What follows belongs to an exercise in optimizing a design on an open flow for small area; a production flow would make more cautious choices. Function was checked by simulation only, so behaviour that the tests miss may differ from the original. Power is estimated from default activity; no workload was simulated.

// ptp_perout_gen
module ptp_perout_gen #(
    parameter int FNS_W        = 16,
    parameter bit OUT_POLARITY = 1'b1
) (
    input  logic        clk,
    input  logic        rst_n,
    input  logic [95:0] ts_96,
    input  logic        enable,
    input  logic        cfg_valid,
    input  logic [79:0] cfg_start,
    input  logic [79:0] cfg_period,
    input  logic [79:0] cfg_width,
    output logic        perout,
    output logic        locked,
    output logic        cfg_error
);
    localparam int TW = 78;   
    logic [TW-1:0] ts_now;
    logic [TW-1:0] start_q;
    logic [TW-1:0] start_d;     
    logic [TW-1:0] period_q;    
    logic [TW-1:0] wmp_q;       
    logic [TW-1:0] next_rise;
    logic [TW-1:0] addend;
    logic [TW-1:0] sum;
    logic [TW-1:0] ts_in;
    logic [TW-1:0] c_start, c_period, c_width;
    logic [TW-1:0] c_wmp;
    logic          c_w_lt_p;
    logic          armed;       
    logic          cfg_held;
    logic          pulse;
    logic          cfg_legal;
    logic          back_q;
    logic          was_rst;
    logic          ge_rise, ge_sum;
    logic          idle;
    logic          unused;
    function automatic logic [TW-1:0] t80(input logic [79:0] t);
        t80 = {t[79:32], t[29:0]};
    endfunction
  ...
Settings: LEC_CHECK=0, ABC_AREA=1, CAP_MARGIN=20, CORE_MARGIN=2, CORE_UTILIZATION=40, CTS_BUF_LIST=sky130_fd_sc_hd__clkbuf_4, SLEW_MARGIN=20; clock period 8.5 ns.
standard.sh (not shown) runs the stock make flow with config.mk's settings and CLKGATE_MAP_FILE= SYNTH_SCRIPT=/design/flow/synth_recipe.tcl, a recipe that flattens the netlist after the stock synthesis.
==> flow/flow/run.sh <==
#!/bin/bash
# The standard layout (standard.sh, unchanged synthesis), except that the buffers put on
# the input and output ports are the smallest buffer cell, sky130_fd_sc_hd__buf_1, and clock
# tree synthesis builds the tree from sky130_fd_sc_hd__clkbuf_8 without dummy loads.
set -euo pipefail
export BUFFER_PORTS_ARGS="-buffer_cell sky130_fd_sc_hd__buf_1"
export CTS_ARGS="-sink_clustering_enable -repair_clock_nets -dont_use_dummy_load -buf_list sky130_fd_sc_hd__clkbuf_8"
bash standard.sh > standard.log 2>&1
The baseline passed the timing, design-rule and antenna checks.
Rerun with:
==> flow/flow/run.sh (replaced) <==
#!/bin/bash
# The standard layout (standard.sh, unchanged synthesis), except that the buffers put on
# the input and output ports are the smallest buffer cell, sky130_fd_sc_hd__buf_1, and clock
# tree synthesis builds the tree from sky130_fd_sc_hd__clkbuf_16 in larger sink clusters,
# without dummy loads.
set -euo pipefail
export BUFFER_PORTS_ARGS="-buffer_cell sky130_fd_sc_hd__buf_1"
export CTS_ARGS="-sink_clustering_enable -repair_clock_nets -dont_use_dummy_load -buf_list sky130_fd_sc_hd__clkbuf_16 -sink_clustering_size 30 -sink_clustering_max_diameter 150"
bash standard.sh > standard.log 2>&1
CTS_BUF_LIST = unset   (was sky130_fd_sc_hd__clkbuf_4)
The changed run completed with no timing, DRC or antenna violations.
Design area is lower by 2.0%.
Power went down by 8.9%.
Sequential share of layout area came out higher by 0.72 points.
Rerun with:
==> flow/flow/run.sh (replaced) <==
#!/bin/bash
# The standard layout (standard.sh, unchanged synthesis), except that the buffers put on
# the input and output ports are the smallest buffer cell, sky130_fd_sc_hd__buf_1, and clock
# tree synthesis builds the tree from sky130_fd_sc_hd__clkbuf_4 without dummy loads.
set -euo pipefail
export BUFFER_PORTS_ARGS="-buffer_cell sky130_fd_sc_hd__buf_1"
export CTS_ARGS="-sink_clustering_enable -repair_clock_nets -dont_use_dummy_load -buf_list sky130_fd_sc_hd__clkbuf_4"
bash standard.sh > standard.log 2>&1
CORE_UTILIZATION = 60   (was 40)
Result: Sequential share of layout area is about the same. Total power came out higher by 6.8%. Worst setup slack is worse by 66 ps. Die area came out lower by 33%. Global-route usage came out higher by 9.9 points. Cell count came out lower by 4.0%.
Rerun with:
CORE_UTILIZATION = 40   (was 60)
CTS_BUF_LIST = sky130_fd_sc_hd__clkbuf_4   (was unset)
=> The changed run finished with timing, DRC and antenna clean. Hold slack is about the same. Fmax is about the same. Total power is about the same. Global-route usage goes down by 9.2 points. Clock skew goes up by 32 ps. Routed wire length goes up by 4.4%. Cell count goes up by 6.5%. Critical path depth goes up by 1. Design area goes up by 1.5%. Combinational power goes down by about 2%. Setup slack degrades by 10 ps.

ptp_perout_gen, a different RTL version from the one above (not shown whole).
For scale: about 3,400 cells after synthesis, about 400 flip-flops, about 340 I/O pins, roughly 27,000 um^2 of cells after synthesis.
Design ptp_perout_gen, start of the top module:
module ptp_perout_gen #(
    parameter int FNS_W        = 16,
    parameter bit OUT_POLARITY = 1'b1
) (
    input  logic        clk,
    input  logic        rst_n,
    input  logic [95:0] ts_96,
    input  logic        enable,
    input  logic        cfg_valid,
    input  logic [79:0] cfg_start,
    input  logic [79:0] cfg_period,
    input  logic [79:0] cfg_width,
    output logic        perout,
    output logic        locked,
    output logic        cfg_error
);
clock: 8.5 ns
lec_check: 0
abc_area: 1
cap_margin: 20
core_margin: 2
core_utilization: 40
cts_buf_list: sky130_fd_sc_hd__clkbuf_4
slew_margin: 20
run.sh (not shown) runs the stock make flow with config.mk's settings and CLKGATE_MAP_FILE= SYNTH_SCRIPT=/design/flow/synth_recipe.tcl, a recipe that flattens the netlist after the stock synthesis.
Stock flow here: none of the scripts above is used.
Next try:
Settings changed: CTS_BUF_LIST sky130_fd_sc_hd__clkbuf_4 to not set.
Outcome: The changed run went through all stages and came out clean; non-clock buffer count fell by 2; via count is lower by 2.0%; wire length goes down by 1.8%; global-route usage decreases by 0.25 points; final cell count decreases by 2.7%; design area is about the same; worst setup slack improved by 0.011 ns; power is higher by 4.1%; synthesized cell count is unchanged; worst hold slack barely changes; clock skew went down by 0.035 ns.

Setup of run 1:
The RTL this note starts from:
==> flow/design.v <==
module ptp_perout_gen #(
    parameter int FNS_W        = 16,
    parameter bit OUT_POLARITY = 1'b1
) (
    input  logic        clk,
    input  logic        rst_n,
    input  logic [95:0] ts_96,
    input  logic        enable,
    input  logic        cfg_valid,
    input  logic [79:0] cfg_start,
    input  logic [79:0] cfg_period,
    input  logic [79:0] cfg_width,
    output logic        perout,
    output logic        locked,
    output logic        cfg_error
);
    localparam int TW = 78;   
    logic [TW-1:0] ts_now;
    logic [TW-1:0] start_q;
    logic [TW-1:0] start_d;     
    logic [TW-1:0] period_q;    
    logic [TW-1:0] wmp_q;       
    logic [TW-1:0] next_rise;
    logic [TW-1:0] addend;
    logic [TW-1:0] sum;
    logic [TW-1:0] ts_in;
    logic [TW-1:0] c_start, c_period, c_width;
    logic [TW-1:0] c_wmp;
    logic          c_w_lt_p;
    logic          armed;       
    logic          cfg_held;
    logic          pulse;
    logic          cfg_legal;
    logic          back_q;
    logic          was_rst;
    logic          ge_rise, ge_sum;
    logic          idle;
    logic          unused;
    function automatic logic [TW-1:0] t80(input logic [79:0] t);
        t80 = {t[79:32], t[29:0]};
    endfunction
    function automatic logic t_ge(input logic [TW-1:0] a, input logic [TW-1:0] b);
        logic g, g0, g1;
        g = 1'b1;
        g0 = 1'b0; g1 = 1'b1;
        for (int i = 0; i < TW; i++) begin
            g0 = (a[i] & ~b[i]) | ((a[i] | ~b[i]) & g0);
            g1 = (a[i] & ~b[i]) | ((a[i] | ~b[i]) & g1);
            if (i % 10 == 10 - 1 || i == TW - 1) begin
                g = g0 | (g1 & g);
                g0 = 1'b0; g1 = 1'b1;
            end
        end
        t_ge = g;
    endfunction
    function automatic logic t_ge_r(input logic [TW-1:0] a, input logic [TW-1:0] b);
        logic g;
        g = 1'b1;
        for (int i = 0; i < TW; i++) g = (a[i] & ~b[i]) | ((a[i] | ~b[i]) & g);
        t_ge_r = g;
    endfunction
    localparam logic [29:0] NS_BIAS = 30'd73741824;   
    function automatic logic [TW-1:0] t_add(input logic [TW-1:0] a, input logic [TW-1:0] b);
        logic [TW-1:0] s;
        logic          c;
        s     = a + b;
        c     = s[30] ^ a[30] ^ b[30];
        t_add = {s[TW-1:30], c ? s[29:0] : s[29:0] - NS_BIAS};
    endfunction
    function automatic logic [TW+1:0] cia(input logic [TW-1:0] a, input logic [TW-1:0] b, input logic cin);
        logic [TW-1:0] s0, s;
        logic          g, carry, cblk, pf, c30;
        carry = cin; cblk = cin; g = cin; pf = 1'b1; c30 = 1'b0;
        for (int i = 0; i < TW; i++) begin
            if (i % 6 == 0 && i != 0) begin
                cblk = carry; g = 1'b0; pf = 1'b1;
                if (i == 30) c30 = carry;
            end
            s0[i] = a[i] ^ b[i] ^ g;
            g     = (a[i] & b[i]) | (a[i] & g) | (b[i] & g);
            s[i]  = (i < 6 || !cblk) ? s0[i] : s0[i] ^ pf;
            pf    = pf & s0[i];
            if (i % 6 == 5) carry = (i < 6) ? g : (g | (cblk & pf));
        end
        cia = {carry, c30, s};
    endfunction
    function automatic logic [TW:0] t_sub_b(input logic [TW-1:0] a, input logic [TW-1:0] b);
        logic [TW+1:0] d;
        d       = cia(a, ~b, 1'b1);
        t_sub_b = {!d[TW+1], d[TW-1:30], d[TW] ? d[29:0] + NS_BIAS : d[29:0]};
    endfunction
    assign start_d   = (c_start & {TW{cfg_valid}}) | (start_q & {TW{!cfg_valid}});
    assign ts_in     = t80(ts_96[95:16]);
    assign c_start   = t80(cfg_start);
    assign c_period  = t80(cfg_period);
    assign c_width   = t80(cfg_width);
    assign unused    = ^{ts_96[47:46], ts_96[15:0], cfg_start[31:30], cfg_period[31:30], cfg_width[31:30]};
    assign {c_w_lt_p, c_wmp} = t_sub_b(c_width, c_period);
    assign cfg_legal = (c_width != '0) && c_w_lt_p;
    assign addend    = pulse ? wmp_q : period_q;
    assign sum       = t_add(next_rise, addend);
    assign ge_sum    = t_ge(ts_now, sum);
    assign ge_rise   = t_ge_r(ts_now, next_rise);
    assign idle      = !armed && !pulse;
    assign perout    = OUT_POLARITY ? pulse : ~pulse;
    always_ff @(posedge clk) begin
        ts_now  <= ts_in;
        was_rst <= !rst_n;
        back_q  <= !was_rst && !t_ge_r(ts_in, ts_now);
        start_q <= start_d;
        if (cfg_valid) begin
            period_q <= {c_period[TW-1:30], c_period[29:0] + NS_BIAS};
            wmp_q    <= c_wmp;
        end
        if (cfg_valid || !enable || idle || back_q)
            next_rise <= start_d;
        else if (armed && (ge_sum || ge_rise))
            next_rise <= sum;
    end
    always_ff @(posedge clk) begin
        if (!rst_n) begin
            armed     <= 1'b0;
            cfg_held  <= 1'b0;
            pulse     <= 1'b0;
            locked    <= 1'b0;
            cfg_error <= 1'b0;
        end else begin
            if (cfg_valid) begin
                pulse     <= 1'b0;
                locked    <= 1'b0;
                cfg_error <= !cfg_legal;
                cfg_held  <= cfg_legal;
                armed     <= cfg_legal && enable;
            end else if (!enable) begin
                armed  <= 1'b0;
                pulse  <= 1'b0;
                locked <= 1'b0;
            end else if (!idle && back_q) begin
                pulse  <= 1'b0;
                locked <= 1'b0;
                armed  <= 1'b1;
            end else if (idle) begin
                locked <= 1'b0;
                armed  <= cfg_held;
            end else if (armed) begin
                if (ge_sum) begin
                    locked <= 1'b0;
                end else if (ge_rise) begin
                    pulse  <= 1'b1;
                    locked <= 1'b1;
                    armed  <= 1'b0;
                end
            end else if (ge_sum) begin
                pulse <= 1'b0;
                armed <= 1'b1;
            end
        end
    end
endmodule
export LEC_CHECK = 0
export ABC_AREA = 1
export CAP_MARGIN = 20
export CORE_MARGIN = 2
export CORE_UTILIZATION = 40
export PLACE_DENSITY = 0.5
export SLEW_MARGIN = 20
create_clock -name core_clock -period 8.5 [get_ports {clk}]
standard.sh (not shown) runs the stock make flow with config.mk's settings and CLKGATE_MAP_FILE= SYNTH_SCRIPT=/design/flow/synth_recipe.tcl, a recipe that flattens the netlist after the stock synthesis.
==> flow/flow/run.sh <==
#!/bin/bash
# The standard layout (standard.sh, unchanged synthesis), except that the buffers put on
# the input and output ports are the smallest buffer cell, sky130_fd_sc_hd__buf_1, and clock
# tree synthesis builds the tree from sky130_fd_sc_hd__clkbuf_8 in larger sink clusters,
# without dummy loads.
set -euo pipefail
export BUFFER_PORTS_ARGS="-buffer_cell sky130_fd_sc_hd__buf_1"
export CTS_ARGS="-sink_clustering_enable -repair_clock_nets -dont_use_dummy_load -buf_list sky130_fd_sc_hd__clkbuf_8 -sink_clustering_size 16 -sink_clustering_max_diameter 80"
bash standard.sh > standard.log 2>&1
Input-level comparison between run 2 and run 1:
Settings: CORE_UTILIZATION: 40 -> 60; PLACE_DENSITY: 0.5 -> unset.
==> flow/flow/run.sh <==
#!/bin/bash
# The standard layout (standard.sh, unchanged synthesis), except that the buffers put on
# the input and output ports are the smallest buffer cell, sky130_fd_sc_hd__buf_1, and clock
# tree synthesis builds the tree from sky130_fd_sc_hd__clkbuf_16 in larger sink clusters,
# without dummy loads.
set -euo pipefail
export BUFFER_PORTS_ARGS="-buffer_cell sky130_fd_sc_hd__buf_1"
export CTS_ARGS="-sink_clustering_enable -repair_clock_nets -dont_use_dummy_load -buf_list sky130_fd_sc_hd__clkbuf_16 -sink_clustering_size 24 -sink_clustering_max_diameter 100"
bash standard.sh > standard.log 2>&1
==> run summary <==
Out of run 2 and run 1, the only run to close with the timing, design-rule and antenna checks passing was run 1.
Nothing crashed in run 2 and all stages finished; the problem is that the final layout failed, the offending checks being max-capacitance violations, max-slew violations.
[compare] base=run 1 new=run 2: die outline area went down, required time of the critical path saw an increase, depth of the worst register-to-register path moved down.
The inputs of run 3 differ from those of run 2 as listed below.
Settings: GPL_TIMING_DRIVEN: unset -> 0; CORE_UTILIZATION: 60 -> 40.
==> flow/flow/run.sh <==
#!/bin/bash
# The standard layout (standard.sh, unchanged synthesis), except that the buffers put on
# the input and output ports are the smallest buffer cell, sky130_fd_sc_hd__buf_1, and clock
# tree synthesis builds the tree from sky130_fd_sc_hd__clkbuf_8 in larger sink clusters,
# without dummy loads.
set -euo pipefail
export BUFFER_PORTS_ARGS="-buffer_cell sky130_fd_sc_hd__buf_1"
export CTS_ARGS="-sink_clustering_enable -repair_clock_nets -dont_use_dummy_load -buf_list sky130_fd_sc_hd__clkbuf_8 -sink_clustering_size 16 -sink_clustering_max_diameter 80"
bash standard.sh > standard.log 2>&1
Notes after the runs:
Of run 2 and run 3, none finishes clean.
Run 2: flow complete, layout not clean; failing: max-capacitance violations, max-slew violations
When run 3 is measured against run 2, its count of plain and timing-repair buffers in the layout turns out about 19% higher.
Run 3: clock insertion delay at the later pin of the skew report 0.07 ns above run 2
In the tables for run 2 and run 3, post-route worst setup slack reads higher with run 2.
Changes observed in run 3 relative to run 2: global routing usage on met1 saw a decrease; number of clock buffers in the layout saw an increase; number of inserted diodes saw a decrease; detailed-routed wire length on met3 saw an increase.
Maximum number of pins on one net before global-route repair, run 2 and run 3: larger value in run 2
Run 3 vs. run 2: cell count went up by 347, total power went up by about 0.6%.

## garnet
// ptp_perout_gen: RTL as listed in full above, without the edits since
export LEC_CHECK = 0
export ABC_AREA = 1
export CAP_MARGIN = 20
export CORE_MARGIN = 2
export CORE_UTILIZATION = 40
export PLACE_DENSITY = 0.75
export SLEW_MARGIN = 20
create_clock -name core_clock -period 8.5 [get_ports {clk}]
==> flow/flow/run.sh <==
#!/bin/bash
# The standard layout (standard.sh, unchanged synthesis), except that the buffers put on
# the input and output ports are the smallest buffer cell, sky130_fd_sc_hd__buf_1, and clock
# tree synthesis builds the tree from sky130_fd_sc_hd__clkbuf_8 in larger sink clusters,
# without dummy loads.
set -euo pipefail
export BUFFER_PORTS_ARGS="-buffer_cell sky130_fd_sc_hd__buf_1"
export CTS_ARGS="-sink_clustering_enable -repair_clock_nets -dont_use_dummy_load -buf_list sky130_fd_sc_hd__clkbuf_8 -sink_clustering_size 16 -sink_clustering_max_diameter 80"
bash standard.sh > standard.log 2>&1
Here is what was changed in the inputs of amber compared with garnet.
- changing CORE_UTILIZATION from 40 to 60
- removing PLACE_DENSITY (formerly 0.75)
### Flow results
Going from garnet to amber, number of placed instances with taps included shrank by a few percent. | area added between synthesis and finish | amber vs garnet | 1.9 points lower |. amber finished all stages; layout check result: FAIL, due to capacitance limit, slew limit. Compared with garnet, in amber cell count has decreased; maximum resistive drop on vdd has increased. Relative to garnet, pin count of the biggest net entering global routing has gone down in amber.

-- port drivers added, routing unchanged --
No port has a modelled driver above. Below, the same layouts with a new extraction and two added sets of constraints.
Step 1 (the two cells are an assumption about what drives the block):
set clk [get_ports {clk}]
set_driving_cell -lib_cell sky130_fd_sc_hd__clkbuf_16 $clk
set_driving_cell -lib_cell sky130_fd_sc_hd__buf_2 [delete_from_list [all_inputs] $clk]
Step 2 moves the port delays by t, midway between the first and last clock arrival at a register: inputs arrive t later, outputs are due t later. That takes back most of the time a late clock gives input paths.
Slacks: no drivers / after step 1 / after step 2; pairs: no drivers / after step 1.
run | t (ns) | slack for setup (ns) | worst register clock-pin slew, ns
the first run of note 1 | 0.684 | 0.653 / 0.653 / 0.230 | 0.06 / 0.06
the second run of note 1 | 0.601 | 0.698 / 0.698 / 0.235 | 0.12 / 0.12
the third run of note 1 | 0.884 | 0.631 / 0.631 / -0.186 | 0.07 / 0.07
the fourth run of note 1 | 0.931 | 0.621 / 0.621 / 0.308 | 0.07 / 0.07
the first run of note 2 | 0.939 | 0.530 / 0.530 / 0.261 | 0.09 / 0.09
the second run of note 2 | 0.649 | 0.541 / 0.541 / 0.206 | 0.06 / 0.06
run 1 | 0.712 | 0.779 / 0.779 / 0.213 | 0.11 / 0.11
run 2 | 0.603 | 0.517 / 0.551 / -0.051 | 0.10 / 0.10
run 3 | 0.655 | 0.443 / 0.474 / -0.181 | 0.11 / 0.11
garnet | 0.630 | 0.662 / 0.662 / 0.422 | 0.11 / 0.11
amber | 0.723 | 0.635 / 0.635 / -0.026 | 0.11 / 0.11
For the third run of note 1, which loses most, drivers alone change the setup slack by 0.000 ns; drivers and shift together by -0.817 ns.
